Source: an optimization exercise on an open RTL-to-GDS flow (aim: small area, a short achievable clock period and few clock cycles per item). Production flows keep margins and buffers that such runs may drop. Where RTL was checked, it was by simulation tests only, not by an equivalence proof against the original. The flow treats the clock pin as an ideal source. Dropping or thinning the clock tree relies on that and would not hold on a real chip. Power and IR drop assume default switching activity.

## wip/indigo
==> flow/design.v (excerpt) <==
module rolling_hash_string_search (
  input  wire logic                   clk,
  input  wire logic                   rst,
  input  wire logic                   cfg_write_enable,
  input  wire logic [rhss_pkg::CFG_INDEX_W-1:0] cfg_index,
  input  wire logic [rhss_pkg::CFG_DATA_W-1:0]  cfg_data,
  input  wire logic                   text_valid,
  output wire logic                   text_ready,
  input  wire logic [rhss_pkg::BYTE_W-1:0]      text_byte,
  input  wire logic                   text_last,
  output wire logic                   result_valid,
  input  wire logic                   result_ready,
  output wire logic                   result_found,
  output wire logic [rhss_pkg::POSITION_W-1:0]  result_position
);
Size in the first run: ~350 flip-flops, ~120 I/O pins, ~15,000 um^2 of cells after synthesis.
export LEC_CHECK = 0
export CAP_MARGIN = 20
export CORE_MARGIN = 2
export CORE_UTILIZATION = 40
export CTS_CLUSTER_DIAMETER = 120
export CTS_CLUSTER_SIZE = 25
export SLEW_MARGIN = 20
create_clock -name core_clock -period 11.0 [get_ports {clk}]
standard.sh (not shown) runs the stock make flow with config.mk's settings and CLKGATE_MAP_FILE= SYNTH_SCRIPT=/design/flow/synth_recipe.tcl, a recipe that flattens the netlist after the stock synthesis.
==> flow/flow/run.sh <==
#!/bin/bash
# The standard layout (the standard.sh, standard synthesis unchanged) with extra
# ORFS make settings read from flow/knobs.txt: timing repair aims past the clock period
# so the achieved period (clock period less setup slack) shrinks.
set -euo pipefail
read -r -a KNOBS < flow/knobs.txt
bash standard.sh "${KNOBS[@]}" finish > make_finish.log 2>&1
==> flow/flow/knobs.txt <==
SETUP_SLACK_MARGIN=7.8 REMOVE_ABC_BUFFERS=1
--- input diff wip/indigo..wip/nickel ---
Settings: CTS_CLUSTER_DIAMETER removed (was 120); CORE_UTILIZATION changed from 40 to 60; CTS_CLUSTER_SIZE removed (was 25).
==> flow/flow/run.sh <==
#!/bin/bash
set -euo pipefail
source flow/settings.sh
bash standard.sh "${ARGS[@]}" cts > make_cts.log 2>&1
openroad -no_init -exit flow/clock_root.tcl > clock_root.log 2>&1
bash standard.sh "${ARGS[@]}" finish > make_finish.log 2>&1
==> flow/flow/clock_root.tcl (new file) <==
set odb_file orfs/results/sky130hd/rolling_hash_string_search/base/4_cts.odb
read_db $odb_file
set block [ord::get_db_block]
set port_net [[$block findBTerm clk] getNet]
set iterms [$port_net getITerms]
if {[llength $iterms] != 1} {
  puts "clock port drives [llength $iterms] pins; tree left as is"
} else {
  set root [[lindex $iterms 0] getInst]
  set out_net [[$root findITerm X] getNet]
  set loads {}
  foreach it [$out_net getITerms] {
    if {[$it getInst] != $root} { lappend loads $it }
  }
  if {[llength $loads] > 4} {
    puts "root buffer [$root getName] drives [llength $loads] pins; tree left as is"
  } else {
    foreach it $loads {
      puts "moving [[$it getInst] getName]/[[$it getMTerm] getName] to the clock port"
      $it disconnect
      $it connect $port_net
    }
    puts "removing root buffer [$root getName] ([[$root getMaster] getName])"
    odb::dbInst_destroy $root
    odb::dbNet_destroy $out_net
    write_db $odb_file
  }
}
==> flow/flow/settings.sh (new file) <==
# Extra ORFS make settings for standard.sh
ARGS=(
  SETUP_SLACK_MARGIN=7.8
  REMOVE_ABC_BUFFERS=1
  "CTS_ARGS=-sink_clustering_enable -repair_clock_nets -sink_clustering_size 25 -sink_clustering_max_diameter 120 -dont_use_dummy_load"
  "BUFFER_PORTS_ARGS=-buffer_cell sky130_fd_sc_hd__buf_1"
)
removed: flow/flow/knobs.txt
Notes after the runs:
Relative to wip/indigo, relative area change from synthesis to final layout has decreased by 5.7 points in wip/nickel.
Re synthesized area: no difference whatsoever between wip/nickel and wip/indigo.
wip/nickel ended with every stage complete and zero timing, DRC or antenna violations.
Of wip/nickel and wip/indigo, it is wip/nickel that has the lower proportion of power drawn by combinational gates.
wip/nickel vs. wip/indigo: power dissipated by switching net loads went down by about 4%.
wip/nickel vs. wip/indigo: worst relative slew slack went down by 5.2 points.
Measured against wip/nickel, the sum of met3 wire segment lengths after detailed routing of wip/indigo comes out at 0.820 times the reference value.
[wip/nickel vs wip/indigo] HPWL reported at the end of detailed placement: lower in wip/nickel
Final cell count was lower in the run labelled wip/nickel.
Against wip/indigo, wip/nickel reports a multi-input combinational cell count that is higher.
> inputs changed (wip/nickel -> wip/xenon)
Settings: CORE_UTILIZATION now 40, was 60.
==> comparison <==
In the tables for wip/xenon and wip/nickel, peak supply drop reads higher with wip/nickel.
In summary, wip/xenon completed successfully, with a layout that passed the timing, DRC and antenna checks.
Slack of the critical path ends up lower on wip/nickel.
Compared with wip/nickel, wip/xenon shows a lower sequential portion of the cell area.
Timing startpoint of the critical path: cfg_write_enable -> wip/xenon, cfg_index[2] -> wip/nickel
No functional check of the RTL was part of any run of this note.

Another version of the RTL of rolling_hash_string_search (not shown whole).
Size in the first run: roughly 1100 cells after synthesis, about 120 I/O pins, roughly 0.015 mm^2 of cells after synthesis.
==> flow/config.mk <==
export PLATFORM = sky130hd
export DESIGN_NAME = rolling_hash_string_search
export DESIGN_NICKNAME = rolling_hash_string_search
export VERILOG_FILES = /design/flow/design.v
export SDC_FILE = /design/flow/constraint.sdc
export NUM_CORES = 4
export LEC_CHECK = 0
export CAP_MARGIN = 20
export CORE_MARGIN = 2
export CORE_UTILIZATION = 40
export SLEW_MARGIN = 20
==> flow/constraint.sdc <==
create_clock -name core_clock -period 11.0 [get_ports {clk}]
set_input_delay 2.2000 -clock core_clock [delete_from_list [all_inputs] [get_ports {clk}]]
set_output_delay 2.2000 -clock core_clock [all_outputs]
set_load 0.01 [all_outputs]
==> flow/flow/run.sh <==
#!/bin/bash
# Standard layout, with timing repair aiming past the clock period so the achieved
# period (clock period less setup slack) shrinks. Settings in flow/margin.txt.
set -euo pipefail
MARGIN=$(cat flow/margin.txt)
bash standard.sh SETUP_SLACK_MARGIN="$MARGIN" finish > make_finish.log 2>&1
==> flow/flow/margin.txt <==
8
Testbench counts at the start, summed over its fixed seeds: cycles 37,377, bytes 37,092.
Edit:
Settings changed: ABC_AREA from default to 1.
The changed run passed the timing, DRC and antenna checks.
Register-to-register slack hardly moves.
Setup slack improves by 0.0051 ns.
Via count went up by 20%.
Sequential power barely changes.
Utilization went down by 3.3 points.
Die area went up by 5.6%.
Maximum frequency is about the same.
Edit:
==> flow/run.sh (new file) <==
#!/bin/bash
# synth_recipe.tcl (not shown) runs the flow's synth.tcl, then flattens the netlist and writes it again
# the make line also repeats each setting of config.mk as NAME=value (left out here)
make -C /OpenROAD-flow-scripts/flow DESIGN_CONFIG=/design/flow/config.mk WORK_HOME=/design/flow/orfs CLKGATE_MAP_FILE= SYNTH_SCRIPT=/design/flow/synth_recipe.tcl finish
Settings changed: ABC_AREA 1 to default.
removed: flow/flow/run.sh
removed: flow/flow/margin.txt
removed: flow/standard.sh
Effect: Synthesized cell count went down by 26%. Global-route usage fell by 5.8 points. Sequential share of layout area went up by 7.4 points. Power decreases by 5.9%.

==> static timing again, ports no longer ideal <==
How much do the figures lean on ideal ports? The routed layouts below were timed once more, with nothing changed but the port constraints.
Step 1 sets driving cells, clkbuf_16 on the clock port and buf_2 on the other inputs (assumed; they add their load-dependent delay and slew).
Step 2 also shifts input and output timing later by t, the mid clock arrival at the registers, as if the neighbouring blocks saw the same clock.
Three values: ideal, step 1, step 2; two values: the first two.
run | t (ns) | setup slack, ns | hold slack, ns | worst setup path at the end | clock arrival spread, ns
wip/indigo | 0.553 | 7.776 / 7.725 / 7.278 | 0.463 / 0.463 / 0.463 | input to register | 0.024 / 0.024
wip/nickel | 0.441 | 7.734 / 7.767 / 7.326 | 0.484 / 0.484 / 0.484 | input to register | 0.040 / 0.040
wip/xenon | 0.442 | 7.778 / 7.787 / 7.345 | 0.460 / 0.460 / 0.460 | input to register | 0.045 / 0.046
the first run of note 2 | 0.585 | 7.638 / 7.606 / 7.060 | 0.586 / 0.586 / 0.586 | input to register | 0.029 / 0.029
the second run of note 2 | 0.607 | 7.643 / 7.592 / 7.302 | 0.443 / 0.443 / 0.443 | input to register | 0.020 / 0.019
the third run of note 2 | 0.570 | 6.958 / 6.990 / 6.420 | 0.531 / 0.531 / 0.531 | input to register | 0.023 / 0.023
After both steps every run listed still meets setup and hold. The setup slack of the first run of note 2, which loses most, moves by -0.032 ns with the drivers and by -0.578 ns with both steps.
